Background: an optimization exercise with open tools, aiming at a short achievable clock period and few clock cycles per item. Do not read the settings as production practice. In this exercise RTL edits were held to simulation tests only and were not proved equivalent to the original. Power figures rest on the tool's default switching activity, not on a simulated workload.

`flow/config.mk`:
```
export PLATFORM = sky130hd
export DESIGN_NAME = lc4_core
export DESIGN_NICKNAME = lc4_core
export VERILOG_FILES = /design/flow/design.v
export SDC_FILE = /design/flow/constraint.sdc
export NUM_CORES = 4
export LEC_CHECK = 0
export CAP_MARGIN = 20
export CORE_MARGIN = 2
export CORE_UTILIZATION = 30
export PLACE_DENSITY = 0.5
export SLEW_MARGIN = 20
export TNS_END_PERCENT = 100
```
`flow/constraint.sdc`:
```
create_clock -name core_clock -period 8.2 [get_ports {gwe}]
set_input_delay 1.6400 -clock core_clock [delete_from_list [all_inputs] [get_ports {gwe}]]
set_output_delay 1.6400 -clock core_clock [all_outputs]
set_load 0.01 [all_outputs]
```
`flow/design.v`:
```
`timescale 1ns/1ps
package lc4_pkg;
    parameter int XLEN = 16;
    typedef logic [XLEN-1:0] word_t;
    typedef logic [2:0]      reg_idx_t;
    typedef logic [2:0]      nzp_t;
    typedef word_t           imm_t;
    localparam nzp_t NZP_NEG  = 3'b100;
    localparam nzp_t NZP_ZERO = 3'b010;
    localparam nzp_t NZP_POS  = 3'b001;
    typedef enum logic [3:0] {
        OPC_ARITH   = 4'b0001,
        OPC_LOGIC   = 4'b0101,
        OPC_CONST   = 4'b1001,
        OPC_HICONST = 4'b1101
    } opcode_e;
    typedef enum logic [3:0] {
        ALU_ADD,
        ALU_SUB,
        ALU_MUL,
        ALU_ADDI,
        ALU_AND,
        ALU_OR,
        ALU_XOR,
        ALU_NOT,
        ALU_ANDI,
        ALU_CONST,
        ALU_HICONST,
        ALU_NOP
    } alu_op_e;
endpackage
`timescale 1ns/1ps
module lc4_regfile
(
    input  logic     gwe,
    input  logic     i_arst_n,
    input  lc4_pkg::reg_idx_t i_rs,
    input  lc4_pkg::reg_idx_t i_rt,
    output lc4_pkg::word_t    o_rs_data,
    output lc4_pkg::word_t    o_rt_data,
    input  logic     i_we,
    input  lc4_pkg::reg_idx_t i_wsel,
    input  lc4_pkg::word_t    i_wdata
);
    lc4_pkg::word_t regs [8];
    assign o_rs_data = regs[i_rs];
    assign o_rt_data = regs[i_rt];
    always_ff @(posedge gwe or negedge i_arst_n) begin
        if (!i_arst_n) begin
            for (int i = 0; i < 8; i++) begin
                regs[i] <= '0;
            end
        end else if (i_we) begin
            regs[i_wsel] <= i_wdata;
        end
    end
endmodule
`timescale 1ns/1ps
module lc4_decode
(
    input  lc4_pkg::word_t    i_insn,
    output lc4_pkg::reg_idx_t o_rd,
    output lc4_pkg::reg_idx_t o_rs,
    output lc4_pkg::reg_idx_t o_rt,
    output logic     o_we,
    output logic     o_use_s,
    output logic     o_use_t,
    output logic     o_is_mul,
    output logic     o_is_add,
    output logic     o_sub,
    output logic     o_imm_b,
    output logic [7:0] o_lut,
    output lc4_pkg::word_t    o_imm
);
    logic [3:0] opc;
    logic [2:0] sub_op;
    assign opc    = i_insn[15:12];
    assign sub_op = i_insn[5:3];
    always_comb begin
        o_rd     = i_insn[11:9];
        o_rs     = i_insn[8:6];
        o_rt     = i_insn[2:0];
        o_we     = 1'b0;
        o_use_s  = 1'b0;
        o_use_t  = 1'b0;
        o_is_mul = 1'b0;
        o_is_add = 1'b0;
        o_sub    = 1'b0;
        o_imm_b  = 1'b0;
        o_lut    = 8'h00;
        o_imm    = {{11{i_insn[4]}}, i_insn[4:0]};
        case (opc)
            4'b0001: begin
                o_use_s = 1'b1;
                if (sub_op[2]) begin
                    o_we     = 1'b1;
                    o_is_add = 1'b1;
                    o_imm_b  = 1'b1;
                end else begin
                    case (sub_op[1:0])
                        2'b00: begin o_we = 1'b1; o_is_add = 1'b1; o_use_t = 1'b1; end
                        2'b01: begin o_we = 1'b1; o_is_mul = 1'b1; o_use_t = 1'b1; end
                        2'b10: begin o_we = 1'b1; o_is_add = 1'b1; o_use_t = 1'b1; o_sub = 1'b1; end
                        default: o_use_s = 1'b0;
                    endcase
                end
            end
            4'b0101: begin
                o_we    = 1'b1;
                o_use_s = 1'b1;
                if (sub_op[2]) begin
                    o_imm_b = 1'b1;
                    o_lut   = 8'h88;
                end else begin
                    case (sub_op[1:0])
                        2'b00: begin o_use_t = 1'b1; o_lut = 8'h88; end
                        2'b01: begin o_lut = 8'h33; end
                        2'b10: begin o_use_t = 1'b1; o_lut = 8'hEE; end
                        default: begin o_use_t = 1'b1; o_lut = 8'h66; end
                    endcase
                end
            end
            4'b1001: begin
                o_we    = 1'b1;
                o_imm_b = 1'b1;
                o_lut   = 8'hAA;
                o_imm   = {{7{i_insn[8]}}, i_insn[8:0]};
            end
            4'b1101: begin
                o_we    = 1'b1;
                o_use_s = 1'b1;
                o_rs    = i_insn[11:9];
                o_imm_b = 1'b1;
                o_lut   = 8'hAC;
                o_imm   = {i_insn[7:0], 8'h00};
            end
            default: ;
        endcase
    end
endmodule
`timescale 1ns/1ps
module insn_queue
#(
    parameter int DEPTH = 8,
    parameter int W     = 16
) (
    input  logic         gwe,
    input  logic         i_arst_n,
    input  logic         i_push,
    input  logic [W-1:0] i_data,
    input  logic         i_pop,
    output logic         o_empty,
    output logic [W-1:0] o_head
);
    localparam int PTR_W = $clog2(DEPTH);
    logic [W-1:0] mem [DEPTH];
    logic [PTR_W-1:0] wr_ptr;
    logic [PTR_W-1:0] rd_ptr;
    logic             wr_lap;
    logic             rd_lap;
    assign o_empty = (wr_ptr == rd_ptr) & (wr_lap == rd_lap);
    assign o_head  = mem[rd_ptr];
    always_ff @(posedge gwe) begin
        if (i_push) begin
            mem[wr_ptr] <= i_data;
        end
    end
    always_ff @(posedge gwe or negedge i_arst_n) begin
        if (!i_arst_n) begin
            wr_ptr <= '0;
            rd_ptr <= '0;
            wr_lap <= 1'b0;
            rd_lap <= 1'b0;
        end else begin
            if (i_push) begin
                if (wr_ptr == PTR_W'(DEPTH - 1)) begin
                    wr_ptr <= '0;
                    wr_lap <= ~wr_lap;
                end else begin
                    wr_ptr <= wr_ptr + 1'b1;
                end
            end
            if (i_pop) begin
                if (rd_ptr == PTR_W'(DEPTH - 1)) begin
                    rd_ptr <= '0;
                    rd_lap <= ~rd_lap;
                end else begin
                    rd_ptr <= rd_ptr + 1'b1;
                end
            end
        end
    end
endmodule
`timescale 1ns/1ps
module lc4_mul_s1 (
    input  logic [15:0] a,
    input  logic [15:0] b,
    output logic [54:0] cs
);
    wire one0 = b[0] ^ 1'b0;
    wire two0 = (b[1] & ~b[0] & ~1'b0) | (~b[1] & b[0] & 1'b0);
    wire neg0 = b[1];
    wire [15:0] an0 = a ^ {16{neg0}};
    wire pp0_0 = (one0 & an0[0]) | (two0 & neg0) | (~one0 & ~two0 & neg0);
    wire pp0_1 = (one0 & an0[1]) | (two0 & an0[0]) | (~one0 & ~two0 & neg0);
    wire pp0_2 = (one0 & an0[2]) | (two0 & an0[1]) | (~one0 & ~two0 & neg0);
    wire pp0_3 = (one0 & an0[3]) | (two0 & an0[2]) | (~one0 & ~two0 & neg0);
    wire pp0_4 = (one0 & an0[4]) | (two0 & an0[3]) | (~one0 & ~two0 & neg0);
    wire pp0_5 = (one0 & an0[5]) | (two0 & an0[4]) | (~one0 & ~two0 & neg0);
    wire pp0_6 = (one0 & an0[6]) | (two0 & an0[5]) | (~one0 & ~two0 & neg0);
    wire pp0_7 = (one0 & an0[7]) | (two0 & an0[6]) | (~one0 & ~two0 & neg0);
    wire pp0_8 = (one0 & an0[8]) | (two0 & an0[7]) | (~one0 & ~two0 & neg0);
    wire pp0_9 = (one0 & an0[9]) | (two0 & an0[8]) | (~one0 & ~two0 & neg0);
    wire pp0_10 = (one0 & an0[10]) | (two0 & an0[9]) | (~one0 & ~two0 & neg0);
    wire pp0_11 = (one0 & an0[11]) | (two0 & an0[10]) | (~one0 & ~two0 & neg0);
    wire pp0_12 = (one0 & an0[12]) | (two0 & an0[11]) | (~one0 & ~two0 & neg0);
    wire pp0_13 = (one0 & an0[13]) | (two0 & an0[12]) | (~one0 & ~two0 & neg0);
    wire pp0_14 = (one0 & an0[14]) | (two0 & an0[13]) | (~one0 & ~two0 & neg0);
    wire pp0_15 = (one0 & an0[15]) | (two0 & an0[14]) | (~one0 & ~two0 & neg0);
    wire one1 = b[2] ^ b[1];
    wire two1 = (b[3] & ~b[2] & ~b[1]) | (~b[3] & b[2] & b[1]);
    wire neg1 = b[3];
    wire [15:0] an1 = a ^ {16{neg1}};
    wire pp1_0 = (one1 & an1[0]) | (two1 & neg1) | (~one1 & ~two1 & neg1);
    wire pp1_1 = (one1 & an1[1]) | (two1 & an1[0]) | (~one1 & ~two1 & neg1);
    wire pp1_2 = (one1 & an1[2]) | (two1 & an1[1]) | (~one1 & ~two1 & neg1);
    wire pp1_3 = (one1 & an1[3]) | (two1 & an1[2]) | (~one1 & ~two1 & neg1);
    wire pp1_4 = (one1 & an1[4]) | (two1 & an1[3]) | (~one1 & ~two1 & neg1);
    wire pp1_5 = (one1 & an1[5]) | (two1 & an1[4]) | (~one1 & ~two1 & neg1);
    wire pp1_6 = (one1 & an1[6]) | (two1 & an1[5]) | (~one1 & ~two1 & neg1);
    wire pp1_7 = (one1 & an1[7]) | (two1 & an1[6]) | (~one1 & ~two1 & neg1);
    wire pp1_8 = (one1 & an1[8]) | (two1 & an1[7]) | (~one1 & ~two1 & neg1);
    wire pp1_9 = (one1 & an1[9]) | (two1 & an1[8]) | (~one1 & ~two1 & neg1);
    wire pp1_10 = (one1 & an1[10]) | (two1 & an1[9]) | (~one1 & ~two1 & neg1);
    wire pp1_11 = (one1 & an1[11]) | (two1 & an1[10]) | (~one1 & ~two1 & neg1);
    wire pp1_12 = (one1 & an1[12]) | (two1 & an1[11]) | (~one1 & ~two1 & neg1);
    wire pp1_13 = (one1 & an1[13]) | (two1 & an1[12]) | (~one1 & ~two1 & neg1);
    wire one2 = b[4] ^ b[3];
    wire two2 = (b[5] & ~b[4] & ~b[3]) | (~b[5] & b[4] & b[3]);
    wire neg2 = b[5];
    wire [15:0] an2 = a ^ {16{neg2}};
    wire pp2_0 = (one2 & an2[0]) | (two2 & neg2) | (~one2 & ~two2 & neg2);
    wire pp2_1 = (one2 & an2[1]) | (two2 & an2[0]) | (~one2 & ~two2 & neg2);
    wire pp2_2 = (one2 & an2[2]) | (two2 & an2[1]) | (~one2 & ~two2 & neg2);
    wire pp2_3 = (one2 & an2[3]) | (two2 & an2[2]) | (~one2 & ~two2 & neg2);
    wire pp2_4 = (one2 & an2[4]) | (two2 & an2[3]) | (~one2 & ~two2 & neg2);
    wire pp2_5 = (one2 & an2[5]) | (two2 & an2[4]) | (~one2 & ~two2 & neg2);
    wire pp2_6 = (one2 & an2[6]) | (two2 & an2[5]) | (~one2 & ~two2 & neg2);
    wire pp2_7 = (one2 & an2[7]) | (two2 & an2[6]) | (~one2 & ~two2 & neg2);
    wire pp2_8 = (one2 & an2[8]) | (two2 & an2[7]) | (~one2 & ~two2 & neg2);
    wire pp2_9 = (one2 & an2[9]) | (two2 & an2[8]) | (~one2 & ~two2 & neg2);
    wire pp2_10 = (one2 & an2[10]) | (two2 & an2[9]) | (~one2 & ~two2 & neg2);
    wire pp2_11 = (one2 & an2[11]) | (two2 & an2[10]) | (~one2 & ~two2 & neg2);
    wire one3 = b[6] ^ b[5];
    wire two3 = (b[7] & ~b[6] & ~b[5]) | (~b[7] & b[6] & b[5]);
    wire neg3 = b[7];
    wire [15:0] an3 = a ^ {16{neg3}};
    wire pp3_0 = (one3 & an3[0]) | (two3 & neg3) | (~one3 & ~two3 & neg3);
    wire pp3_1 = (one3 & an3[1]) | (two3 & an3[0]) | (~one3 & ~two3 & neg3);
    wire pp3_2 = (one3 & an3[2]) | (two3 & an3[1]) | (~one3 & ~two3 & neg3);
    wire pp3_3 = (one3 & an3[3]) | (two3 & an3[2]) | (~one3 & ~two3 & neg3);
    wire pp3_4 = (one3 & an3[4]) | (two3 & an3[3]) | (~one3 & ~two3 & neg3);
    wire pp3_5 = (one3 & an3[5]) | (two3 & an3[4]) | (~one3 & ~two3 & neg3);
    wire pp3_6 = (one3 & an3[6]) | (two3 & an3[5]) | (~one3 & ~two3 & neg3);
    wire pp3_7 = (one3 & an3[7]) | (two3 & an3[6]) | (~one3 & ~two3 & neg3);
    wire pp3_8 = (one3 & an3[8]) | (two3 & an3[7]) | (~one3 & ~two3 & neg3);
    wire pp3_9 = (one3 & an3[9]) | (two3 & an3[8]) | (~one3 & ~two3 & neg3);
    wire one4 = b[8] ^ b[7];
    wire two4 = (b[9] & ~b[8] & ~b[7]) | (~b[9] & b[8] & b[7]);
    wire neg4 = b[9];
    wire [15:0] an4 = a ^ {16{neg4}};
    wire pp4_0 = (one4 & an4[0]) | (two4 & neg4) | (~one4 & ~two4 & neg4);
    wire pp4_1 = (one4 & an4[1]) | (two4 & an4[0]) | (~one4 & ~two4 & neg4);
    wire pp4_2 = (one4 & an4[2]) | (two4 & an4[1]) | (~one4 & ~two4 & neg4);
    wire pp4_3 = (one4 & an4[3]) | (two4 & an4[2]) | (~one4 & ~two4 & neg4);
    wire pp4_4 = (one4 & an4[4]) | (two4 & an4[3]) | (~one4 & ~two4 & neg4);
    wire pp4_5 = (one4 & an4[5]) | (two4 & an4[4]) | (~one4 & ~two4 & neg4);
    wire pp4_6 = (one4 & an4[6]) | (two4 & an4[5]) | (~one4 & ~two4 & neg4);
    wire pp4_7 = (one4 & an4[7]) | (two4 & an4[6]) | (~one4 & ~two4 & neg4);
    wire one5 = b[10] ^ b[9];
    wire two5 = (b[11] & ~b[10] & ~b[9]) | (~b[11] & b[10] & b[9]);
    wire neg5 = b[11];
    wire [15:0] an5 = a ^ {16{neg5}};
    wire pp5_0 = (one5 & an5[0]) | (two5 & neg5) | (~one5 & ~two5 & neg5);
    wire pp5_1 = (one5 & an5[1]) | (two5 & an5[0]) | (~one5 & ~two5 & neg5);
    wire pp5_2 = (one5 & an5[2]) | (two5 & an5[1]) | (~one5 & ~two5 & neg5);
    wire pp5_3 = (one5 & an5[3]) | (two5 & an5[2]) | (~one5 & ~two5 & neg5);
    wire pp5_4 = (one5 & an5[4]) | (two5 & an5[3]) | (~one5 & ~two5 & neg5);
    wire pp5_5 = (one5 & an5[5]) | (two5 & an5[4]) | (~one5 & ~two5 & neg5);
    wire one6 = b[12] ^ b[11];
    wire two6 = (b[13] & ~b[12] & ~b[11]) | (~b[13] & b[12] & b[11]);
    wire neg6 = b[13];
    wire [15:0] an6 = a ^ {16{neg6}};
    wire pp6_0 = (one6 & an6[0]) | (two6 & neg6) | (~one6 & ~two6 & neg6);
    wire pp6_1 = (one6 & an6[1]) | (two6 & an6[0]) | (~one6 & ~two6 & neg6);
    wire pp6_2 = (one6 & an6[2]) | (two6 & an6[1]) | (~one6 & ~two6 & neg6);
    wire pp6_3 = (one6 & an6[3]) | (two6 & an6[2]) | (~one6 & ~two6 & neg6);
    wire one7 = b[14] ^ b[13];
    wire two7 = (b[15] & ~b[14] & ~b[13]) | (~b[15] & b[14] & b[13]);
    wire neg7 = b[15];
    wire [15:0] an7 = a ^ {16{neg7}};
    wire pp7_0 = (one7 & an7[0]) | (two7 & neg7) | (~one7 & ~two7 & neg7);
    wire pp7_1 = (one7 & an7[1]) | (two7 & an7[0]) | (~one7 & ~two7 & neg7);
    wire s1 = pp0_10 ^ pp1_8;
    wire k2 = pp0_10 & pp1_8;
    wire s3 = pp0_11 ^ pp1_9;
    wire k4 = pp0_11 & pp1_9;
    wire s5 = pp0_12 ^ pp1_10 ^ pp2_8;
    wire k6 = (pp0_12 & pp1_10) | (pp0_12 & pp2_8) | (pp1_10 & pp2_8);
    wire s7 = pp3_6 ^ pp4_4;
    wire k8 = pp3_6 & pp4_4;
    wire s9 = pp0_13 ^ pp1_11 ^ pp2_9;
    wire k10 = (pp0_13 & pp1_11) | (pp0_13 & pp2_9) | (pp1_11 & pp2_9);
    wire s11 = pp3_7 ^ pp4_5;
    wire k12 = pp3_7 & pp4_5;
    wire s13 = pp0_14 ^ pp1_12 ^ pp2_10;
    wire k14 = (pp0_14 & pp1_12) | (pp0_14 & pp2_10) | (pp1_12 & pp2_10);
    wire s15 = pp3_8 ^ pp4_6 ^ pp5_4;
    wire k16 = (pp3_8 & pp4_6) | (pp3_8 & pp5_4) | (pp4_6 & pp5_4);
    wire s17 = pp6_2 ^ pp7_0;
    wire k18 = pp6_2 & pp7_0;
    wire s19 = pp0_15 ^ pp1_13 ^ pp2_11;
    wire s20 = pp3_9 ^ pp4_7 ^ pp5_5;
    wire s21 = pp6_3 ^ pp7_1;
    wire s22 = pp0_6 ^ pp1_4;
    wire k23 = pp0_6 & pp1_4;
    wire s24 = pp0_7 ^ pp1_5;
    wire k25 = pp0_7 & pp1_5;
    wire s26 = pp0_8 ^ pp1_6 ^ pp2_4;
    wire k27 = (pp0_8 & pp1_6) | (pp0_8 & pp2_4) | (pp1_6 & pp2_4);
    wire s28 = pp3_2 ^ pp4_0;
    wire k29 = pp3_2 & pp4_0;
    wire s30 = pp0_9 ^ pp1_7 ^ pp2_5;
    wire k31 = (pp0_9 & pp1_7) | (pp0_9 & pp2_5) | (pp1_7 & pp2_5);
    wire s32 = pp3_3 ^ pp4_1;
    wire k33 = pp3_3 & pp4_1;
    wire s34 = s1 ^ pp2_6 ^ pp3_4;
    wire k35 = (s1 & pp2_6) | (s1 & pp3_4) | (pp2_6 & pp3_4);
    wire s36 = pp4_2 ^ pp5_0 ^ neg5;
    wire k37 = (pp4_2 & pp5_0) | (pp4_2 & neg5) | (pp5_0 & neg5);
    wire s38 = s3 ^ pp2_7 ^ pp3_5;
    wire k39 = (s3 & pp2_7) | (s3 & pp3_5) | (pp2_7 & pp3_5);
    wire s40 = pp4_3 ^ pp5_1 ^ k2;
    wire k41 = (pp4_3 & pp5_1) | (pp4_3 & k2) | (pp5_1 & k2);
    wire s42 = s5 ^ s7 ^ pp5_2;
    wire k43 = (s5 & s7) | (s5 & pp5_2) | (s7 & pp5_2);
    wire s44 = pp6_0 ^ neg6 ^ k4;
    wire k45 = (pp6_0 & neg6) | (pp6_0 & k4) | (neg6 & k4);
    wire s46 = s9 ^ s11 ^ pp5_3;
    wire k47 = (s9 & s11) | (s9 & pp5_3) | (s11 & pp5_3);
    wire s48 = pp6_1 ^ k6 ^ k8;
    wire k49 = (pp6_1 & k6) | (pp6_1 & k8) | (k6 & k8);
    wire s50 = s13 ^ s15 ^ s17;
    wire k51 = (s13 & s15) | (s13 & s17) | (s15 & s17);
    wire s52 = neg7 ^ k10 ^ k12;
    wire k53 = (neg7 & k10) | (neg7 & k12) | (k10 & k12);
    wire s54 = s19 ^ s20 ^ s21;
    wire s55 = k14 ^ k16 ^ k18;
    assign cs[0] = pp0_0;
    assign cs[1] = neg0;
    assign cs[2] = pp0_1;
    assign cs[3] = pp0_2;
    assign cs[4] = pp1_0;
    assign cs[5] = neg1;
    assign cs[6] = pp0_3;
    assign cs[7] = pp1_1;
    assign cs[8] = pp0_4;
    assign cs[9] = pp1_2;
    assign cs[10] = pp2_0;
    assign cs[11] = neg2;
    assign cs[12] = pp0_5;
    assign cs[13] = pp1_3;
    assign cs[14] = pp2_1;
    assign cs[15] = s22;
    assign cs[16] = pp2_2;
    assign cs[17] = pp3_0;
    assign cs[18] = neg3;
    assign cs[19] = s24;
    assign cs[20] = pp2_3;
    assign cs[21] = pp3_1;
    assign cs[22] = k23;
    assign cs[23] = s26;
    assign cs[24] = s28;
    assign cs[25] = neg4;
    assign cs[26] = k25;
    assign cs[27] = s30;
    assign cs[28] = s32;
    assign cs[29] = k27;
    assign cs[30] = k29;
    assign cs[31] = s34;
    assign cs[32] = s36;
    assign cs[33] = k31;
    assign cs[34] = k33;
    assign cs[35] = s38;
    assign cs[36] = s40;
    assign cs[37] = k35;
    assign cs[38] = k37;
    assign cs[39] = s42;
    assign cs[40] = s44;
    assign cs[41] = k39;
    assign cs[42] = k41;
    assign cs[43] = s46;
    assign cs[44] = s48;
    assign cs[45] = k43;
    assign cs[46] = k45;
    assign cs[47] = s50;
    assign cs[48] = s52;
    assign cs[49] = k47;
    assign cs[50] = k49;
    assign cs[51] = s54;
    assign cs[52] = s55;
    assign cs[53] = k51;
    assign cs[54] = k53;
endmodule
module lc4_mul_s2 (
    input  logic [54:0] cs,
    output logic [15:0] p
);
    wire s1 = cs[8] ^ cs[9];
    wire k2 = cs[8] & cs[9];
    wire s3 = cs[12] ^ cs[13];
    wire k4 = cs[12] & cs[13];
    wire s5 = cs[15] ^ cs[16] ^ cs[17];
    wire k6 = (cs[15] & cs[16]) | (cs[15] & cs[17]) | (cs[16] & cs[17]);
    wire s7 = cs[19] ^ cs[20] ^ cs[21];
    wire k8 = (cs[19] & cs[20]) | (cs[19] & cs[21]) | (cs[20] & cs[21]);
    wire s9 = cs[23] ^ cs[24] ^ cs[25];
    wire k10 = (cs[23] & cs[24]) | (cs[23] & cs[25]) | (cs[24] & cs[25]);
    wire s11 = cs[27] ^ cs[28] ^ cs[29];
    wire k12 = (cs[27] & cs[28]) | (cs[27] & cs[29]) | (cs[28] & cs[29]);
    wire s13 = cs[31] ^ cs[32] ^ cs[33];
    wire k14 = (cs[31] & cs[32]) | (cs[31] & cs[33]) | (cs[32] & cs[33]);
    wire s15 = cs[35] ^ cs[36] ^ cs[37];
    wire k16 = (cs[35] & cs[36]) | (cs[35] & cs[37]) | (cs[36] & cs[37]);
    wire s17 = cs[39] ^ cs[40] ^ cs[41];
    wire k18 = (cs[39] & cs[40]) | (cs[39] & cs[41]) | (cs[40] & cs[41]);
    wire s19 = cs[43] ^ cs[44] ^ cs[45];
    wire k20 = (cs[43] & cs[44]) | (cs[43] & cs[45]) | (cs[44] & cs[45]);
    wire s21 = cs[47] ^ cs[48] ^ cs[49];
    wire k22 = (cs[47] & cs[48]) | (cs[47] & cs[49]) | (cs[48] & cs[49]);
    wire s23 = cs[51] ^ cs[52] ^ cs[53];
    wire s24 = cs[3] ^ cs[4];
    wire k25 = cs[3] & cs[4];
    wire s26 = cs[6] ^ cs[7];
    wire k27 = cs[6] & cs[7];
    wire s28 = s1 ^ cs[10] ^ cs[11];
    wire k29 = (s1 & cs[10]) | (s1 & cs[11]) | (cs[10] & cs[11]);
    wire s30 = s3 ^ cs[14] ^ k2;
    wire k31 = (s3 & cs[14]) | (s3 & k2) | (cs[14] & k2);
    wire s32 = s5 ^ cs[18] ^ k4;
    wire k33 = (s5 & cs[18]) | (s5 & k4) | (cs[18] & k4);
    wire s34 = s7 ^ cs[22] ^ k6;
    wire k35 = (s7 & cs[22]) | (s7 & k6) | (cs[22] & k6);
    wire s36 = s9 ^ cs[26] ^ k8;
    wire k37 = (s9 & cs[26]) | (s9 & k8) | (cs[26] & k8);
    wire s38 = s11 ^ cs[30] ^ k10;
    wire k39 = (s11 & cs[30]) | (s11 & k10) | (cs[30] & k10);
    wire s40 = s13 ^ cs[34] ^ k12;
    wire k41 = (s13 & cs[34]) | (s13 & k12) | (cs[34] & k12);
    wire s42 = s15 ^ cs[38] ^ k14;
    wire k43 = (s15 & cs[38]) | (s15 & k14) | (cs[38] & k14);
    wire s44 = s17 ^ cs[42] ^ k16;
    wire k45 = (s17 & cs[42]) | (s17 & k16) | (cs[42] & k16);
    wire s46 = s19 ^ cs[46] ^ k18;
    wire k47 = (s19 & cs[46]) | (s19 & k18) | (cs[46] & k18);
    wire s48 = s21 ^ cs[50] ^ k20;
    wire k49 = (s21 & cs[50]) | (s21 & k20) | (cs[50] & k20);
    wire s50 = s23 ^ cs[54] ^ k22;
    wire [15:0] r0 = {s50, s48, s46, s44, s42, s40, s38, s36, s34, s32, s30, s28, s26, s24, cs[2], cs[0]};
    wire [15:0] r1 = {k49, k47, k45, k43, k41, k39, k37, k35, k33, k31, k29, k27, k25, cs[5], 1'b0, cs[1]};
    assign p = r0 + r1;
endmodule
`timescale 1ns/1ps
module lc4_core
#(
    parameter int CAP = 7
) (
    input  logic     gwe,
    input  logic     i_arst_n,
    input  logic     i_insn_valid,
    input  lc4_pkg::word_t    i_insn,
    output logic     o_insn_ready,
    output logic     o_ret_valid,
    input  logic     i_ret_ready,
    output lc4_pkg::word_t    o_ret_insn,
    output logic     o_ret_we,
    output lc4_pkg::reg_idx_t o_ret_wsel,
    output lc4_pkg::word_t    o_ret_data,
    output lc4_pkg::nzp_t     o_ret_nzp
);
    localparam int CNT_W = $clog2(CAP) + 1;
    localparam int CS_W  = 55;
    logic             acc;
    logic             ret;
    logic [CNT_W-1:0] n_fl;
    logic [CNT_W-1:0] n_nx;
    logic             full_q;     
    assign acc  = i_insn_valid & ~full_q;
    assign ret  = o_ret_valid & i_ret_ready;
    assign n_nx = n_fl + {{(CNT_W-1){1'b0}}, acc} - {{(CNT_W-1){1'b0}}, ret};
    assign o_insn_ready = ~full_q;
    always_ff @(posedge gwe or negedge i_arst_n) begin
        if (!i_arst_n) begin
            n_fl   <= '0;
            full_q <= 1'b0;
        end else begin
            n_fl   <= n_nx;
            full_q <= (n_nx >= CNT_W'(CAP));
        end
    end
    logic           iq_empty;
    lc4_pkg::word_t iq_head;
    logic           iq_pop;
    insn_queue #(.DEPTH(CAP), .W(16)) u_iq (
        .gwe      (gwe),
        .i_arst_n (i_arst_n),
        .i_push   (acc),
        .i_data   (i_insn),
        .i_pop    (iq_pop),
        .o_empty  (iq_empty),
        .o_head   (iq_head)
    );
    logic              d_v;
    lc4_pkg::word_t    d_insn;
    lc4_pkg::reg_idx_t d_rs, d_rt;
    logic              d_we, d_use_s, d_use_t, d_is_mul, d_is_add, d_sub, d_imm_b;
    logic [7:0]        d_lut;
    lc4_pkg::word_t    d_imm;
    lc4_pkg::reg_idx_t q_rd, q_rs, q_rt;
    logic              q_we, q_use_s, q_use_t, q_is_mul, q_is_add, q_sub, q_imm_b;
    logic [7:0]        q_lut;
    lc4_pkg::word_t    q_imm;
    lc4_decode u_decode (
        .i_insn   (iq_head),
        .o_rd     (q_rd),
        .o_rs     (q_rs),
        .o_rt     (q_rt),
        .o_we     (q_we),
        .o_use_s  (q_use_s),
        .o_use_t  (q_use_t),
        .o_is_mul (q_is_mul),
        .o_is_add (q_is_add),
        .o_sub    (q_sub),
        .o_imm_b  (q_imm_b),
        .o_lut    (q_lut),
        .o_imm    (q_imm)
    );
    logic              x_v;
    lc4_pkg::word_t    x_insn;
    logic              x_we;       
    logic              x_mulw;     
    logic [7:0]        x_lut;
    logic              x_fa1, x_fa2, x_fa0, x_fb1, x_fb2, x_fb0;
    lc4_pkg::word_t    g_a1, g_a0, g_b1, g_b0;
    logic              x_ma2, x_mb2;    
    logic              x_s00, x_s10, x_s01p, x_s01n, x_s20, x_s02p, x_s02n;
    logic              x_sd1, x_sd2, x_slog;
    lc4_pkg::word_t    x_a, x_b;
    logic              m_v;
    lc4_pkg::word_t    m_insn;
    logic              m_we;
    logic              m_is_mul;
    lc4_pkg::word_t    r1;
    logic [CS_W-1:0]   m_cs;
    logic              w_v;
    lc4_pkg::word_t    w_insn;
    logic              w_we;
    logic              w_mul;
    lc4_pkg::word_t    r2m;        
    lc4_pkg::word_t    r2a;        
    lc4_pkg::word_t    r2;         
    lc4_pkg::word_t    prod;
    lc4_pkg::word_t    alu;
    logic hx_s, hm_s, hw_s, hx_t, hm_t, hw_t;
    assign hx_s = x_we & (x_insn[11:9] == d_rs);
    assign hm_s = m_we & (m_insn[11:9] == d_rs);
    assign hw_s = w_we & (w_insn[11:9] == d_rs);
    assign hx_t = x_we & (x_insn[11:9] == d_rt);
    assign hm_t = m_we & (m_insn[11:9] == d_rt);
    assign hw_t = w_we & (w_insn[11:9] == d_rt);
    logic fa1, fa2, fb1, fb2;
    assign fa1 = hx_s;
    assign fa2 = ~hx_s & hm_s & m_is_mul;
    assign fb1 = ~d_imm_b & hx_t;
    assign fb2 = ~d_imm_b & ~hx_t & hm_t & m_is_mul;
    logic stall;
    logic d_load;
    assign stall  = d_v & ((x_mulw & ((d_use_s & hx_s) | (d_use_t & hx_t))) |
                           (d_use_s & d_use_t & ((fa1 & fb2) | (fa2 & fb1))));
    assign d_load = ~d_v | ~stall;
    assign iq_pop = d_load & ~iq_empty;
    always_ff @(posedge gwe or negedge i_arst_n) begin
        if (!i_arst_n) begin
            d_v <= 1'b0;
        end else if (d_load) begin
            d_v <= ~iq_empty;
        end
    end
    always_ff @(posedge gwe) begin
        if (d_load) begin
            d_insn   <= iq_head;
            d_rs     <= q_rs;
            d_rt     <= q_rt;
            d_we     <= q_we;
            d_use_s  <= q_use_s;
            d_use_t  <= q_use_t;
            d_is_mul <= q_is_mul;
            d_is_add <= q_is_add;
            d_sub    <= q_sub;
            d_imm_b  <= q_imm_b;
            d_lut    <= q_lut;
            d_imm    <= q_imm;
        end
    end
    lc4_pkg::word_t rf_s, rf_t;
    lc4_regfile u_regfile (
        .gwe       (gwe),
        .i_arst_n  (i_arst_n),
        .i_rs      (d_rs),
        .i_rt      (d_rt),
        .o_rs_data (rf_s),
        .o_rt_data (rf_t),
        .i_we      (w_we),
        .i_wsel    (w_insn[11:9]),
        .i_wdata   (r2)
    );
    logic issue;
    assign issue = d_v & ~stall;
    always_ff @(posedge gwe or negedge i_arst_n) begin
        if (!i_arst_n) begin
            x_v    <= 1'b0;
            x_we   <= 1'b0;
            x_mulw <= 1'b0;
            m_v    <= 1'b0;
            m_we   <= 1'b0;
            w_v    <= 1'b0;
            w_we   <= 1'b0;
        end else begin
            x_v    <= issue;
            x_we   <= issue & d_we;
            x_mulw <= issue & d_is_mul;
            m_v    <= x_v;
            m_we   <= x_we;
            w_v    <= m_v;
            w_we   <= m_we;
        end
    end
    logic inv_a, inv_b;
    assign inv_a = d_sub & (fb1 | fb2);
    assign inv_b = d_sub & ~(fb1 | fb2);
    lc4_pkg::word_t rd_a, rd_b;
    assign rd_a = hm_s ? r1 : hw_s ? r2 : rf_s;
    assign rd_b = hm_t ? r1 : hw_t ? r2 : rf_t;
    always_ff @(posedge gwe) begin
        x_insn <= d_insn;
        x_lut  <= d_lut;
        x_fa1  <= fa1;
        x_fa2  <= fa2;
        x_fa0  <= ~fa1 & ~fa2;
        x_fb1  <= fb1;
        x_fb2  <= fb2;
        x_fb0  <= ~fb1 & ~fb2;
        g_a1   <= alu  & {16{issue & d_is_mul & fa1}};
        x_ma2  <= issue & d_is_mul & fa2;
        g_a0   <= rd_a & {16{issue & d_is_mul & ~fa1 & ~fa2}};
        g_b1   <= alu  & {16{issue & d_is_mul & fb1}};
        x_mb2  <= issue & d_is_mul & fb2;
        g_b0   <= rd_b & {16{issue & d_is_mul & ~fb1 & ~fb2}};
        x_s00  <= d_is_add & ~fa1 & ~fa2 & ~fb1 & ~fb2;
        x_s10  <= d_is_add &  fa1 & ~fb1 & ~fb2;
        x_s20  <= d_is_add &  fa2 & ~fb1 & ~fb2;
        x_s01p <= d_is_add & ~fa1 & ~fa2 & fb1 & ~d_sub;
        x_s01n <= d_is_add & ~fa1 & ~fa2 & fb1 &  d_sub;
        x_s02p <= d_is_add & ~fa1 & ~fa2 & fb2 & ~d_sub;
        x_s02n <= d_is_add & ~fa1 & ~fa2 & fb2 &  d_sub;
        x_sd1  <= d_is_add & fa1 & fb1 & ~d_sub;
        x_sd2  <= d_is_add & fa2 & fb2 & ~d_sub;
        x_slog <= ~d_is_add;
        x_a    <= rd_a ^ {16{inv_a}};
        x_b    <= d_imm_b ? d_imm : inv_b ? (16'd0 - rd_b) : rd_b;
    end
    lc4_pkg::word_t ma, mb;
    lc4_pkg::word_t a, b, s00, s10, s01, s20, s02, lres;
    logic [CS_W-1:0] cs;
    assign s00 = x_a + x_b;
    assign s10 = r1 + x_b;
    assign s20 = r2m + x_b;
    assign s01 = x_a + r1;
    assign s02 = x_a + r2m;
    assign a = ({16{x_fa1}} & r1) | ({16{x_fa2}} & r2m) | ({16{x_fa0}} & x_a);
    assign b = ({16{x_fb1}} & r1) | ({16{x_fb2}} & r2m) | ({16{x_fb0}} & x_b);
    assign ma = g_a1 | ({16{x_ma2}} & r2m) | g_a0;
    assign mb = g_b1 | ({16{x_mb2}} & r2m) | g_b0;
    always_comb begin
        for (int i = 0; i < 16; i++) begin
            if (i < 8) begin
                lres[i] = (a[i] & b[i] & x_lut[3]) | (a[i] & ~b[i] & x_lut[2]) |
                          (~a[i] & b[i] & x_lut[1]) | (~a[i] & ~b[i] & x_lut[0]);
            end else begin
                lres[i] = (a[i] & b[i] & x_lut[7]) | (a[i] & ~b[i] & x_lut[6]) |
                          (~a[i] & b[i] & x_lut[5]) | (~a[i] & ~b[i] & x_lut[4]);
            end
        end
    end
    assign alu = ({16{x_s00}} & s00) | ({16{x_s10}} & s10) | ({16{x_s20}} & s20) |
                 ({16{x_s01p}} & s01) | ({16{x_s01n}} & ~s01) |
                 ({16{x_s02p}} & s02) | ({16{x_s02n}} & ~s02) |
                 ({16{x_sd1}} & {r1[14:0], 1'b0}) | ({16{x_sd2}} & {r2m[14:0], 1'b0}) |
                 ({16{x_slog}} & lres);
    lc4_mul_s1 u_mul1 (
        .a  (ma),
        .b  (mb),
        .cs (cs)
    );
    always_ff @(posedge gwe) begin
        m_insn   <= x_insn;
        m_is_mul <= x_mulw;
        r1       <= alu;
        m_cs     <= cs;
    end
    lc4_mul_s2 u_mul2 (
        .cs (m_cs),
        .p  (prod)
    );
    always_ff @(posedge gwe) begin
        w_insn <= m_insn;
        w_mul  <= m_is_mul;
        r2m    <= prod;
        r2a    <= r1;
    end
    assign r2 = w_mul ? r2m : r2a;
    localparam int QW = 16 + 1 + 16;
    logic [QW-1:0] w_rec;
    assign w_rec = {w_insn, w_we, r2};
    logic          oq_empty;
    logic [QW-1:0] oq_head;
    logic [QW-1:0] nx_rec;
    logic          out_free;
    logic          oq_pop;
    logic          oq_push;
    assign out_free = ~o_ret_valid | i_ret_ready;
    assign oq_pop   = out_free & ~oq_empty;
    assign oq_push  = w_v & ~(out_free & oq_empty);
    insn_queue #(.DEPTH(CAP - 1), .W(QW)) u_oq (
        .gwe      (gwe),
        .i_arst_n (i_arst_n),
        .i_push   (oq_push),
        .i_data   (w_rec),
        .i_pop    (oq_pop),
        .o_empty  (oq_empty),
        .o_head   (oq_head)
    );
    assign nx_rec = oq_empty ? w_rec : oq_head;
    always_ff @(posedge gwe or negedge i_arst_n) begin
        if (!i_arst_n) begin
            o_ret_valid <= 1'b0;
        end else if (out_free) begin
            o_ret_valid <= ~oq_empty | w_v;
        end
    end
    always_ff @(posedge gwe) begin
        if (out_free) begin
            {o_ret_insn, o_ret_we, o_ret_data} <= nx_rec;
            o_ret_nzp <= nx_rec[15] ? lc4_pkg::NZP_NEG :
                         (nx_rec[15:0] == 16'd0) ? lc4_pkg::NZP_ZERO : lc4_pkg::NZP_POS;
        end
    end
    assign o_ret_wsel = o_ret_insn[11:9];
endmodule
```
`flow/flow/run.sh`:
```
#!/bin/bash
set -euo pipefail
cd "$(dirname "$0")/.."
bash standard.sh SETUP_SLACK_MARGIN=7 finish > flow_make.log 2>&1
```
`flow/standard.sh`:
```
#!/bin/bash
# synth_recipe.tcl (not shown) runs the flow's synth.tcl, then flattens the netlist and writes it again
# the make line also repeats each setting of config.mk as NAME=value (left out here)
make -C /OpenROAD-flow-scripts/flow DESIGN_CONFIG=/design/flow/config.mk WORK_HOME=/design/flow/orfs CLKGATE_MAP_FILE= SYNTH_SCRIPT=/design/flow/synth_recipe.tcl "${@:-finish}"
```
==> results of run 1 <==
## metrics by stage
stage	area (um2)	power, mW
after floorplan	43400	12.79
after global placement	44800	15.35
after detailed placement	44800	15.39
after CTS	56380	23.02
after global routing	60370	25.71
final	60380	24.68
## layout by cell type (no fill, tap or decap), drive strengths merged, types with 142 or more instances in the layout
master / Yosys / routed
a21oi: 237 / 237
buf: 58 / 753
clkbuf: 175 / 142
dfrtp: 158 / 158
dfxtp: 273 / 273
edfxtp: 394 / 394
mux2i: 161 / 161
nand2: 283 / 289
nor2: 264 / 264
o21ai: 275 / 275
## routing by layer
layer	wire [um]	GRT usage, %	part of all wire (%)	vias to the layer above
met2	71820	33.71	46	1582
li1	-	-	-	15050
met5	0	0	0	-
met4	6417	8.018	4.1	0
met1	66360	29.47	42	17080
met3	12860	2.728	8.2	339
## area by class of cell
class / count / area, um2 / share of cell area [%]
clock inverters: 45 / 539.3 / 0.8932
flip-flops and latches: 825 / 21420 / 35.48
clock buffers: 126 / 2551 / 4.225
diodes: 1 / 2.502 / 0.004145
well taps: 1768 / 2212 / 3.664
multi-input cells: 2472 / 23300 / 38.59
inverters: 118 / 630.6 / 1.044
repair buffers: 777 / 9719 / 16.10
## repair_timing
action	in CTS	in global routing
buffers inserted	388	183
pin swaps	201	200
gates resized for setup	1178	465
endpoints found under the setup margin	1229	1093
cloned	74	25
## kinds of logic (layout without fill, tap and decap cells)
| kind of cell | count (synthesis) | count (layout) | share of synthesized area, % |
|---|---|---|---|
| mux | 274 | 275 | 8.918 |
| flops | 825 | 825 | 52.41 |
| buf+inv | 351 | 1066 | 3.555 |
| simple gates | 871 | 887 | 10.09 |
| other cells | 0 | 1 | 0 |
| xor+xnor | 147 | 147 | 3.175 |
| compound gates | 1011 | 1011 | 16.40 |
| fa+ha+maj | 152 | 152 | 5.456 |
## power by group
| group | total, mW | switching, mW | internal, mW | leakage, nW |
|---|---|---|---|---|
| Combinational | 13.2 | 6.88 | 6.27 | 14.0 |
| Sequential | 7.30 | 1.37 | 5.93 | 7.97 |
| Clock | 4.22 | 1.80 | 2.42 | 1.49 |
## registers in the layout (all words and copies together) (netlist names), 55 cells and up
register        flops
u_oq.mem          198
u_regfile.regs    128
u_iq.mem          112
m_cs               55
## worst register-to-register path: stages (launching register included)
cell and delay, ns:
sky130_fd_sc_hd__dfxtp_4 0.38, sky130_fd_sc_hd__ha_4 0.18, sky130_fd_sc_hd__fa_2 0.39, sky130_fd_sc_hd__a211oi_4 0.32, sky130_fd_sc_hd__nor4b_4 0.10, sky130_fd_sc_hd__nor4bb_4 0.35
sky130_fd_sc_hd__nor2_2 0.09, sky130_fd_sc_hd__o311ai_2 0.28, sky130_fd_sc_hd__mux2i_1 0.36, sky130_fd_sc_hd__nand4_1 0.27, sky130_fd_sc_hd__nor2b_1 0.21
## worst max-delay path by stage
stage | from | end | cells after the start
final | r2m[0]$_DFF_P_ | g_a1[14]$_DFF_P_ | 10
after global routing | r2m[0]$_DFF_P_ | g_a1[14]$_DFF_P_ | 10
after detailed placement | i_ret_ready | u_oq.mem[2][30]$_DFFE_PP_ | 8
after global placement | i_ret_ready | u_oq.mem[2][32]$_DFFE_PP_ | 8
after CTS | m_cs[15]$_DFF_P_ | r2m[15]$_DFF_P_ | 14
after floorplan | i_ret_ready | u_oq.mem[5][0]$_DFFE_PP_ | 4
==> flow_results.org, run 1 <==
** Critical path
- In this run the register-to-register setup slack is 5.14 ns.
- In this design, the stage delay of the slowest critical-path cell is 0.39 ns.
- Sort of element at the start of the critical path :: flop
- Critical path data arrival time :: 3.64 ns
- The worst register-to-register path ends at g_a1[14]$_DFF_P_.
- Worst flop-to-flop path startpoint :: r2m[0]$_DFF_P_
- Largest delay contributor family on the critical path :: simple AND/OR/NAND/NOR gates
- CP Buf/Inv Count :: 0
- STA puts the critical path data required time at 8.78 ns.
- Crit end category :: flop
- The largest individual stage delay along the critical path comes from the cell sky130_fd_sc_hd__fa_2.
- Traced cell by cell, the critical path runs through ha_4, fa_2, a211oi_4, nor4b_4, nor4bb_4, nor2_2, o311ai_2, mux2i_1, nand4_1, nor2b_1.
- The worst register-to-register path has a depth of 10.
- Setup CP Type :: reg2reg
- Of all nets on the critical path, the largest fanout is 3.

** Timing
- Clock period minus final worst setup slack :: 3.056 ns
- Final hold slack :: 0.3157 ns
- The worst path meets setup with 5.144 ns of slack.
- Fmax :: 0.3272 GHz
- Final-report hold violation count :: 0
- Setup repair after global routing could not meet its margin everywhere.
- Setup Viol. Count Final :: 0
- The worst pin sits at a relative slew slack of 31.29%.
- The final critical path takes up 37.27% of the cycle.
- Final clock skew :: 0.05449 ns
- Slew @ Worst Pin :: 1.029 ns
- Number of max-slew violations in the final report :: 0
- After routing, the total negative slack on setup checks comes to 0 ns.

** Cells and area
- # nets final :: 4455
- Relative to the synthesized area, the layout overhead comes to 48.91%.
- Share of final-layout standard cells stronger than drive strength 1 :: 42.88%
- After filler insertion, the fill cell instance count of the layout stands at 11940.
- Measured on the finished design, the core utilization comes to 45.13%.
- The finished layout holds 6132 standard cells, fillers aside.

** Pwr
- Cell leakage power :: 23.44 nW
- VDD IR max :: 0.2575 mV
- P per Cell Area :: 408.8 mW/mm2

** Clock network
- Clock input transition at the sequential cells of the worst setup and hold paths :: 0.06 ns
- The cell sitting at the root of the clock tree is a sky130_fd_sc_hd__clkbuf_16.
- Cts-stage hold buffer count :: 0
- Clock latency of the later-clocked register in the worst-skew pair :: 0.73 ns
- Counting the buffers created by CTS gives 91.
- No sink is reached through more buffers than the 3 on the longest clock path.
- The clock drives 825 sinks.
- The clock tree synthesis step divided the H-tree into 3 levels.
- TritonCTS built the clock tree.

** Synthesis
- Synthesis produced a netlist with a net count of 3801.
- Most area-hungry cell type in the Yosys netlist :: sky130_fd_sc_hd__edfxtp_1
- Area contributors post-synth :: sky130_fd_sc_hd__edfxtp_1, sky130_fd_sc_hd__dfxtp_1, sky130_fd_sc_hd__dfrtp_1
- Post-synth cell types :: 95
- The synthesized design contains 825 register bits.
- For this run, asynchronously set or reset flops after synthesis account for 19.15%.
- Among all cell types in the netlist, the one instantiated most often is sky130_fd_sc_hd__edfxtp_1.
- In the synthesized netlist, the cells that appear most often are sky130_fd_sc_hd__edfxtp_1, sky130_fd_sc_hd__nand2_1, sky130_fd_sc_hd__dfxtp_1, sky130_fd_sc_hd__o21ai_0, sky130_fd_sc_hd__nor2_1.
- Average size of a mapped cell :: 11.17 um2
- Number of synthesized flops with an enable pin :: 394
- The mapped netlist covers 0.04055 mm2.
- In the synthesized netlist the dominant register cell turns out to be sky130_fd_sc_hd__edfxtp_1.
- Yosys printed 6 warnings.
- Sequential cells were found to cover 52.41% of the synthesized design area.
- Count of mapped cells out of synthesis :: 3631
- The synthesized design devotes to its leading area cell type 29.18% of total area.

** Placement
- At the end of routability-driven placement, the weighted congestion stood at 0.8776.
- During placement, the flow inserted port buffers numbering 60.
- After detailed placement, the design holds a cell count of 5290.
- Prior to clock tree synthesis, the placed netlist has a worst setup slack of 3.910 ns.
- After legalization and detailed placement, the total HPWL measured 86070 um.

** Global route
- The first global-routing pass estimated 219000 um of wire.
- Pin count of the biggest net entering global routing :: 53
- For this run the aggregate overflow at the end of global routing stands at 0.
- GRT Resource Usage Total :: 21.23%
- Initial antenna violation count :: 3
- Vias in the first global route :: 32570

** Worst hold path
- Counting instances, the worst hold path has a depth of 0.
- Hold Path Class :: reg2reg
- Min-Delay Endpoint :: w_insn[1]$_DFF_P_
- Startpoint of the worst hold path :: m_insn[1]$_DFF_P_

** Floorplan
- The initial utilization of the core area, before any placement, comes to 30.31%.
- After floorplanning, the core was sized to cover 0.1338 mm2.
- The die covers 0.1381 mm2.
- The floorplan step set the die width to 371.6 um.
- Count of standard-cell rows :: 134
- 61 I/O pins were placed.
- Height of the chip :: 371.6 um

** Routing
- For this run, design rule violations remaining after detail routing come to 0.
- The first detailed-routing pass ran for 8 iterations.
- The count of nets left with antenna violations once routing finished came out at 0.
- After detailed routing, the number of vias per cell comes to 5.552.
- For this block, the initial DRC count from the detailed router was 3898.
- Across all layers, the routed design uses 34050 vias.
- For this block, the routed nets add up to 157500 um of wire.
- After detailed routing, the average wire length per cell comes to 25.68 um.

** Run status
- Result of the run :: timing/DRC/antenna clean

** Flow run
- The tool flagged a number of max-cap violations equal to 0.
Testbench counts, summed over its fixed seeds: cycles 16,379, items 16,000.
==> run 2: changes to the inputs <==
--- a/flow/design.v
+++ b/flow/design.v
@@ -651,6 +651,11 @@
     lc4_pkg::word_t rd_a, rd_b;
     assign rd_a = hm_s ? r1 : hw_s ? r2 : rf_s;
     assign rd_b = hm_t ? r1 : hw_t ? r2 : rf_t;
+    lc4_pkg::word_t rd_bn, neg_r1, neg_r2, neg_rf;
+    assign neg_r1 = 16'd0 - r1;
+    assign neg_r2 = 16'd0 - r2;
+    assign neg_rf = 16'd0 - rf_t;
+    assign rd_bn  = hm_t ? neg_r1 : hw_t ? neg_r2 : neg_rf;
     always_ff @(posedge gwe) begin
         x_insn <= d_insn;
         x_lut  <= d_lut;
@@ -677,7 +682,7 @@
         x_sd2  <= d_is_add & fa2 & fb2 & ~d_sub;
         x_slog <= ~d_is_add;
         x_a    <= rd_a ^ {16{inv_a}};
-        x_b    <= d_imm_b ? d_imm : inv_b ? (16'd0 - rd_b) : rd_b;
+        x_b    <= d_imm_b ? d_imm : inv_b ? rd_bn : rd_b;
     end
     lc4_pkg::word_t ma, mb;
     lc4_pkg::word_t a, b, s00, s10, s01, s20, s02, lres;
==> run 2 against run 1 <==
  * Cell count grew 0.95%
  * Critical path depth increased by 5
  * Global-route usage shrank 0.37 points
  * Cell area increased by 1.2%
  * Maximum frequency down 3.5%
  * Sequential power is 0.5% lower
  * Via count rose by 1.5%
  * Core utilization rose by 0.15 points
  * Non-clock buffer count fell by 1
  * Worst setup slack worse by 0.11 ns
  * Count of clock-buffer cells in the layout fell by 6
  * Largest cell class unchanged
  * Highest routed layer unchanged
==> flow_results.org, run 2 <==
** Run status
- Result of the run :: timing/DRC/antenna clean

** Clock network
- The quantity of hold-fixing buffers added after cts came to 0 (unchanged).
- Number of clock sinks seen by CTS :: 825 (unchanged)
- Clock root buffer :: sky130_fd_sc_hd__clkbuf_16
- Inserted Clock Buffers :: 89 (-2.2%)
- TritonCTS built the clock tree.
- The number of buffers on the longest clock path came to 3 (unchanged).
- The H-tree depth came to 3 (unchanged).
- The insertion delay of the later-clocked pin in the worst-skew pair came to 0.69 ns (-0.04 ns).
- The clock-pin transition on the worst setup and hold timing paths came to 0.06 ns (about the same).

** Critical path
- Critical path data arrival time :: 3.69 ns (+0.05 ns)
- Worst-path fanout max :: 5 (+2)
- Crit end category :: flop
- Setup CP Type :: reg2reg
- STA classifies the critical path startpoint as a flop.
- The count of cells along the worst register-to-register path is 15 (+5).
- In this run the worst setup path begins at d_insn[1]$_DFFE_PP_.
- Data required time of the critical path :: 8.72 ns (-0.06 ns)
- Worst flop-to-flop path startpoint :: d_insn[1]$_DFFE_PP_

** Global route
- GRT Resource Usage Total :: 20.86% (-0.37 points)
- Pin count of the biggest net entering global routing :: 71 (+34%)
- The number of antenna violations at the first check in global routing is 0 (-3).
- First-pass GRT wire length :: 216600 um (-1.1%)
- Vias in the first global route :: 32270 (-0.93%)
- Final global-route overflow total :: 0 (unchanged)

** Pwr
- Internal power contribution :: 15.05 mW (+2.9%)
- The net switching fraction of the power came to 40.74% (about the same).
- The post-layout total power was 25.39 mW (+2.9%).
- The part of the total power dissipated in sequential elements came to 28.6% (-1.0 points).
- The total leakage power is 23.61 nW (+0.69%).
- The fraction of power consumed by combinational cells came to 54.8% (+1.5 points).
- Switching power summed over all nets :: 10.34 mW (+2.9%)
- VDD IR max :: 0.2383 mV (-7.5%)
- Clock share of power :: 16.7% (-0.4 points)
- P per Cell Area :: 415.5 mW/mm2 (+1.7%)

** Flow run
- Count of max-cap constraint violations :: 0 (unchanged)

** Routing
- The final antenna-violating net count came to 0 (unchanged).
- Wire length reported by the detailed router :: 157200 um (-0.18%)
- The number of DRC markers after the initial detailed-route iteration was 3818 (-2.1%).
- DR vias/cell :: 5.583 (+0.55%)
- WL per Instance :: 25.39 um (-1.1%)
- The total iterations of the first detailed-routing run is 6 (-2).
- Vias post-DR :: 34560 (+1.5%)
- DRC errors left :: 0 (unchanged)

** Cells and area
- The count of fill cells added during filler insertion came to 11840 (-0.80%).
- In the layout the commonest cells are sky130_fd_sc_hd__edfxtp_1, sky130_fd_sc_hd__buf_4, sky130_fd_sc_hd__nand2_1.
- Compared with the post-synthesis result, the final layout area differs by 50.26%.
- Top reg by flops :: u_oq.mem
- Registers with the highest flip-flop counts :: u_oq.mem: 198 flops, u_regfile.regs: 128 flops, u_iq.mem: 112 flops
- The library cell used most frequently in the layout, excluding fill and tap cells, is sky130_fd_sc_hd__edfxtp_1.
- The flip-flop count of the largest register after layout came to 198 (unchanged).
- Multi-input gate area in the final layout :: 0.02379 mm2 (+2.1%)
- Sequential standard cell area :: 0.02143 mm2 (about the same)
- # nets final :: 4504 (+1.1%)
- Share of final-layout standard cells stronger than drive strength 1 :: 44.08% (+1.2 points)

** Synthesis
- The sequential fraction of the synthesis area came to 52.25% (-0.16 points).
- The count of warnings emitted by yosys came to 6 (unchanged).
- Most repeated cell in the gate-level netlist after synthesis :: sky130_fd_sc_hd__edfxtp_1
- The proportion of register bits with asynchronous set or reset after synthesis was 19.15% (unchanged).
- Number of synthesized flops with an enable pin :: 394 (unchanged)
- Count of mapped cells out of synthesis :: 3682 (+1.4%)
- Commonest cells in the synthesized netlist :: sky130_fd_sc_hd__edfxtp_1, sky130_fd_sc_hd__nand2_1, sky130_fd_sc_hd__o21ai_0, sky130_fd_sc_hd__dfxtp_1, sky130_fd_sc_hd__nor2_1
- Cell area after synthesis :: 0.04067 mm2 (+0.30%)
- Post-synth cell types :: 100 (+5.3%)
- By area the synthesized netlist is led by sky130_fd_sc_hd__edfxtp_1, sky130_fd_sc_hd__dfxtp_1, sky130_fd_sc_hd__dfrtp_1.
- Commonest register cell after synthesis :: sky130_fd_sc_hd__edfxtp_1
- Number of storage elements in the synthesis netlist :: 825 (unchanged)
- The share of the synthesized area in the top cell type is 29.09% (-0.088 points).
- Average size of a mapped cell :: 11.05 um2 (-1.1%)
- sky130_fd_sc_hd__edfxtp_1 takes more of the synthesized area than any other cell.
- The number of nets produced by synthesis is 3852 (+1.3%).

** Timing
- The part of the cycle the worst path needs is 38.60% (+1.3 points).
- Final hold slack :: 0.3187 ns (+0.003024 ns)
- Number of max-slew violations in the final report :: 0 (unchanged)
- Slack of the critical path :: 5.035 ns (-0.1093 ns)
- Setup repair after global routing could not meet its margin everywhere.
- The setup TNS is 0 ns (unchanged).
- The transition at the pin with the smallest max-transition slack came to 1.135 ns (+0.1057 ns).
- The worst slew margin relative to its limit was 24.23% (-7.1 points).
- The minimum clock period after layout is 3.165 ns (+0.1093 ns).
- Setup Viol. Count Final :: 0 (unchanged)
- The highest clock rate is 0.3159 GHz (-3.5%).
- Final-report hold violation count :: 0 (unchanged)
- Final clock skew :: 0.06133 ns (+0.006845 ns)

** Placement
- Weighted congestion at the end of routability-driven global placement :: 0.8989 (+2.4%)
- Detail Placement HPWL :: 86300 um (+0.27%)
- The setup slack after placement was 3.742 ns (-0.1684 ns).
- Number of buffers inserted by port buffering :: 60 (unchanged)

** Floorplan
- Height of the chip :: 372.2 um (+0.15%)
- Die Span X :: 372.2 um (+0.15%)
- Starting density of the core :: 30.13% (-0.17 points)
- Number of placed I/O pins :: 61 (unchanged)
- Area of the die :: 0.1385 mm2 (+0.30%)
- The core area was 0.1350 mm2 (+0.87%).
- The site row count was 135 (+0.75%).

** Worst hold path
- The hold path depth was 0 (unchanged).
- Hold Path Class :: reg2reg
- In this run the most critical hold path is launched from x_insn[3]$_DFF_P_.
## run 2: cell types whose count changed in the layout (fill, tap and decap cells not counted), moves of 17 or more
cell                      previous run  this run
sky130_fd_sc_hd__a21oi_1           160       139
sky130_fd_sc_hd__a21oi_2            59        92
sky130_fd_sc_hd__nand2_1           227       248
sky130_fd_sc_hd__buf_6             234       202
sky130_fd_sc_hd__o21ai_2            69        90
sky130_fd_sc_hd__buf_12             94       111
## run 2: worst max-delay path, stage by stage (launching register included)
cell                        delay (ns)
sky130_fd_sc_hd__edfxtp_1         0.38
sky130_fd_sc_hd__buf_6            0.19
sky130_fd_sc_hd__buf_12           0.16
sky130_fd_sc_hd__buf_6            0.11
sky130_fd_sc_hd__mux2i_4          0.22
sky130_fd_sc_hd__a221oi_2         0.10
sky130_fd_sc_hd__a221oi_2         0.29
sky130_fd_sc_hd__o221ai_2         0.20
sky130_fd_sc_hd__inv_2            0.12
sky130_fd_sc_hd__ha_4             0.15
sky130_fd_sc_hd__inv_4            0.04
sky130_fd_sc_hd__a2111oi_4        0.24
sky130_fd_sc_hd__and3_4           0.28
sky130_fd_sc_hd__a41oi_2          0.10
sky130_fd_sc_hd__xor2_1           0.16
sky130_fd_sc_hd__mux2_2           0.26
## run 2: area by class of cell
| class | count | area share (%) |
|---|---|---|
| multi-input combinational | 2514 | 38.93 |
| sequential | 825 | 35.07 |
| timing repair buffer | 776 | 16.21 |
| clock buffer | 120 | 4.079 |
| tap | 1781 | 3.647 |
| inverter | 126 | 1.085 |
| clock inverter | 45 | 0.9459 |
| timing repair inverter | 2 | 0.02662 |
| antenna | 1 | 0.004095 |
## run 2: timing repair
action | in CTS | in global routing
pin swaps | 224 | 233
gates cloned | 72 | 38
resized for setup | 1265 | 495
setup buffers | 377 | 186
setup endpoints to repair | 1236 | 1122
hold endpoints to repair | 0 | 0
## run 2: cells by family after synthesis
group / after synthesis / share of synthesized area (%)
AO/OA/AOI/OAI: 1058 / 17.09
XOR/XNOR: 151 / 3.326
adder cells (fa/ha/maj): 152 / 5.439
buffers and inverters: 356 / 3.689
flip-flops: 825 / 52.25
multiplexers: 252 / 8.002
AND/OR/NAND/NOR: 888 / 10.20
## run 2: worst paths after layout
check                                                    to  slack (ns)
setup / recovery                            x_b[12]$_DFF_P_        5.03
hold / removal                            m_insn[3]$_DFF_P_        0.32
setup reg to reg                            x_b[12]$_DFF_P_        5.03
hold reg to reg                           m_insn[3]$_DFF_P_        0.32
max in group asynchronous  u_regfile.regs[2][4]$_DFFE_PN0P_        7.00
min in group asynchronous  u_regfile.regs[0][3]$_DFFE_PN0P_        0.83
## run 2: power by group through the flow
stage                     clock network (mW)  registers, mW  logic (mW)
after floorplan                            0           6.63        6.17
after global placement                     0           7.30        8.13
after detailed placement                   0           7.30        8.19
after CTS                               4.29           7.15        11.7
after global routing                    4.45           7.34        14.6
final                                   4.23           7.26        13.9
## run 2: per-layer routing
metal	global-route usage (%)	share of wire, %	vias up	wire (um)
met5	0	0	-	0
met2	32.89	45	1612	71130
met4	8.359	4.9	0	7669
met3	3.239	8.0	417	12590
li1	-	-	15180	-
met1	28.60	42	17350	65790
## run 2: stage by stage
stage	std cells	area [um2]	utilization (%)
after floorplan	3682	43340	-
after global placement	5351	44810	33.21
after detailed placement	5351	44810	33.21
after CTS	5965	56550	41.90
after global routing	6189	61110	45.28
final	6190	61110	45.28
Testbench counts of run 2, summed over its fixed seeds: cycles 16,379, items 16,000.
==> run 3: changes to the inputs <==
--- a/flow/config.mk
+++ b/flow/config.mk
@@ -7,7 +7,7 @@
 export LEC_CHECK = 0
 export CAP_MARGIN = 20
 export CORE_MARGIN = 2
-export CORE_UTILIZATION = 30
-export PLACE_DENSITY = 0.5
+export CORE_UTILIZATION = 40
+export PLACE_DENSITY = 0.6
 export SLEW_MARGIN = 20
 export TNS_END_PERCENT = 100
==> run 3 against run 2 <==
  * Combinational power is 3% lower
  * Worst setup slack got worse by 0.094 ns
  * Register-to-register slack got worse by 0.09 ns
  * Via count increased by 1.8%
  * Clock power barely moved
  * Non-clock buffer count is 27 lower
  * Count of clock-buffer cells in the layout down 6
  * Synthesized area stayed put
  * Sequential share of layout area increased by 0.79 points
  * Worst hold slack got worse by 0.0020 ns
  * Sequential power about the same
  * Maximum frequency down 2.9%
  * Largest cell class unchanged
  * Largest power group unchanged
==> flow_results.org, run 3 <==
** Run status
- Result of the run :: timing/DRC/antenna clean

** Worst hold path
- The worst hold path terminates at m_insn[15]$_DFF_P_.
- Number of cells traversed by the worst hold path :: 0 (unchanged)
- Startpoint of the worst hold path :: x_insn[15]$_DFF_P_
- The path class of the tightest hold or removal check is reg2reg.

** Routing
- The average vias per placed instance was 6.129 (+9.8%).
- Antenna Violating Nets Remaining :: 0 (unchanged)
- Initial DRC count :: 4680 (+23%)
- Vias post-DR :: 35170 (+1.8%)
- The per-cell routed wire length is 26.36 um (+3.8%).
- Wire length reported by the detailed router :: 151300 um (-3.8%)

** Synthesis
- The number of enable-type register cells in the synthesized netlist was 394 (unchanged).
- The flip-flop and latch count after synthesis is 825 (unchanged).
- The area of the mapped netlist came to 0.04067 mm2 (unchanged).
- Ranked by instance count, the synthesized netlist is headed by sky130_fd_sc_hd__edfxtp_1, sky130_fd_sc_hd__nand2_1, sky130_fd_sc_hd__o21ai_0, sky130_fd_sc_hd__dfxtp_1, sky130_fd_sc_hd__nor2_1.
- Area contributors post-synth :: sky130_fd_sc_hd__edfxtp_1, sky130_fd_sc_hd__dfxtp_1, sky130_fd_sc_hd__dfrtp_1
- Post-synthesis async set-or-reset flop share :: 19.15% (unchanged)
- Most repeated cell in the gate-level netlist after synthesis :: sky130_fd_sc_hd__edfxtp_1
- The number of distinct library cells after synthesis came to 100 (unchanged).
- The count of warnings emitted by yosys is 6 (unchanged).
- The instance count of the mapped netlist is 3682 (unchanged).
- Number of nets produced by synthesis :: 3852 (unchanged)
- Post-synthesis sequential area ratio :: 52.25% (unchanged)

** Pwr
- The power density normalized to cell area is 418.0 mW/mm2 (+0.58%).
- Internal power contribution :: 14.76 mW (-1.9%)
- Cell leakage power :: 23.31 nW (-1.2%)
- The switching power was 10.22 mW (-1.2%).
- VDD IR max :: 0.2437 mV (+2.3%)
- The fraction of power consumed by combinational cells is 53.8% (-1.0 points).
- The clock share of power is 17.0% (+0.3 points).
- The part of the total power dissipated in sequential elements is 29.2% (+0.6 points).
- Net Sw Frac :: 40.92% (+0.18 points)

** Critical path
- Worst flop-to-flop path startpoint :: d_insn[1]$_DFFE_PP_
- The worst path arrival time is 3.83 ns (+0.14 ns).
- Tracing the worst setup path back leads to its startpoint at d_insn[1]$_DFFE_PP_.
- The worst setup path is launched from a flop.
- Depth of the worst register-to-register path :: 15 (unchanged)
- The register-to-register setup slack is 4.94 ns (-0.09 ns).
- Worst-path fanout max :: 5 (unchanged)
- Setup CP Type :: reg2reg

** Timing
- Period utilisation layout :: 39.74% (+1.1 points)
- Slew margin rel. :: 30.95% (+6.7 points)
- Setup repair after global routing could not meet its margin everywhere.
- The highest clock rate is 0.3068 GHz (-2.9%).
- Clock period minus final worst setup slack :: 3.259 ns (+0.09355 ns)
- Final clock skew :: 0.06039 ns (-0.0009390 ns)
- Summed negative setup slack over all endpoints :: 0 ns (unchanged)
- Slack of the critical path :: 4.941 ns (-0.09355 ns)
- The number of max-slew violations in the final report was 0 (unchanged).
- The transition at the pin with the smallest max-transition slack is 1.034 ns (-0.1007 ns).
- The smallest hold slack came to 0.3167 ns (-0.002001 ns).

** Cells and area
- Area growth, synth to finish :: 46.98%
- The number of antenna cells inserted was 0 (-1).
- Share of final-layout standard cells stronger than drive strength 1 :: 43.07% (-1.0 points)
- The count of fill cells added during filler insertion is 7522 (-36%).
- Largest register FFs :: 198 (unchanged)

** Clock network
- Number of clock sinks seen by CTS :: 825 (unchanged)
- CTS placed an instance of sky130_fd_sc_hd__clkbuf_16 at the clock tree root.
- The H-tree depth was 3 (unchanged).
- Inserted Clock Buffers :: 87 (-2.2%)
- The number of buffers on the longest clock path is 3 (unchanged).

** Global route
- The largest net degree at the start of global routing is 53 (-25%).
- The number of antenna violations at the first check in global routing is 2 (+2).
- The via count of the first global-routing pass was 32910 (+2.0%).
- The total global routing track utilization is 26.83% (+6.0 points).
- Final global-route overflow total :: 0 (unchanged)

** Floorplan
- The count of pins on the block boundary is 61 (unchanged).
- The die outline height came to 322.9 um (-13%).
- Area of the die :: 0.1042 mm2 (-25%)
- The chip width was 322.9 um (-13%).

** Placement
- The number of I/O port buffers is 60 (unchanged).
-- run 3: cell count changes in the layout (fill, tap and decap cells not counted), sizes merged, moves of 2 or more --
cell / previous run / this run
clkbuf: 150 / 132
and3: 27 / 29
clkinvlp: 7 / 4
bufbuf: 7 / 17
inv: 123 / 128
nand2b: 36 / 39
buf: 739 / 714
-- run 3: worst max path at each step --
stage,endpoint,slack [ns],cells after the start
floorplan,u_oq.mem[5][0]$_DFFE_PP_,4.30,4
global placement,u_oq.mem[0][15]$_DFFE_PP_,3.73,6
detailed placement,u_oq.mem[1][13]$_DFFE_PP_,3.83,6
CTS,r2m[15]$_DFF_P_,5.12,15
global route,x_b[14]$_DFF_P_,4.85,14
finish,x_b[13]$_DFF_P_,4.94,15
-- run 3: through the flow --
stage                     std cells  instance area, um2
after detailed placement       4930               44310
after global routing           5738               59770
after CTS                      5572               56160
after global placement         4929               44300
after floorplan                3682               43340
final                          5738               59770
-- run 3: cells by family after synthesis --
logic type	synth area share, %
fa+ha+maj	5.439
compound gates	17.09
buf+inv	3.689
flops	52.25
simple gates	10.20
xor+xnor	3.326
mux	8.002
-- run 3: cell type report --
| cell class | count | area, um2 | share of cell area [%] |
|---|---|---|---|
| multi-input cells | 2517 | 23490 | 39.30 |
| flip-flops and latches | 825 | 21440 | 35.86 |
| repair buffers | 749 | 9335 | 15.62 |
| clock buffers | 114 | 2451 | 4.101 |
| well taps | 1357 | 1698 | 2.840 |
| clock inverters | 48 | 676.9 | 1.132 |
| inverters | 126 | 660.6 | 1.105 |
| repair inverters | 2 | 21.27 | 0.03558 |
-- run 3: repair_timing --
item	CTS	global route
cloned	78	24
pin swaps	225	183
buffers inserted	402	142
resized for setup	1229	459
setup endpoints to repair	1236	1142
-- run 3: worst max-delay path, stage by stage, from the launching register on --
cell                       delay (ns)
sky130_fd_sc_hd__edfxtp_1        0.42
sky130_fd_sc_hd__buf_4           0.16
sky130_fd_sc_hd__buf_6           0.13
sky130_fd_sc_hd__buf_12          0.15
sky130_fd_sc_hd__xnor2_4         0.14
sky130_fd_sc_hd__buf_4           0.15
sky130_fd_sc_hd__buf_6           0.11
sky130_fd_sc_hd__buf_6           0.11
sky130_fd_sc_hd__buf_6           0.12
sky130_fd_sc_hd__and4_4          0.18
sky130_fd_sc_hd__buf_12          0.14
sky130_fd_sc_hd__a221oi_4        0.45
sky130_fd_sc_hd__and4_4          0.37
sky130_fd_sc_hd__and4bb_1        0.22
sky130_fd_sc_hd__mux2i_1         0.20
sky130_fd_sc_hd__nand2_1         0.08
-- run 3: power by group through the flow --
stage / registers, mW / logic, mW / clock network (mW)
floorplan: 6.63 / 6.17 / 0
global placement: 7.23 / 7.94 / 0
detailed placement: 7.25 / 8.03 / 0
CTS: 7.14 / 11.6 / 4.28
global route: 7.36 / 14.0 / 4.46
finish: 7.28 / 13.5 / 4.25
-- run 3: metal layers --
metal,up-vias,wire length (um),part of all wire [%],track usage (%)
met5,-,26,0.017,0
met4,4,8159,5.4,11.00
met3,570,15780,10,5.153
met2,2233,68100,45,41.95
met1,17230,59200,39,36.65
li1,15140,-,-,-

separate check: timing with driven ports:
The results above use ideal ports. As a check the final layouts listed here were re-extracted and re-timed, cells and wires unchanged. Step 1 sets driving cells, clkbuf_16 on the clock port and buf_2 on the other inputs (assumed; they add their load-dependent delay and slew). Step 2 also shifts input and output timing later by t, the mid clock arrival at the registers, as if the neighbouring blocks saw the same clock. Three values: ideal, step 1, step 2; two values: the first two.
run	shift t [ns]	slack for setup (ns)
run 1	0.776	5.144 / 5.144 / 4.941
run 2	0.732	5.035 / 5.035 / 5.035
run 3	0.728	4.941 / 4.941 / 4.918
After both steps every run listed still meets setup and hold.
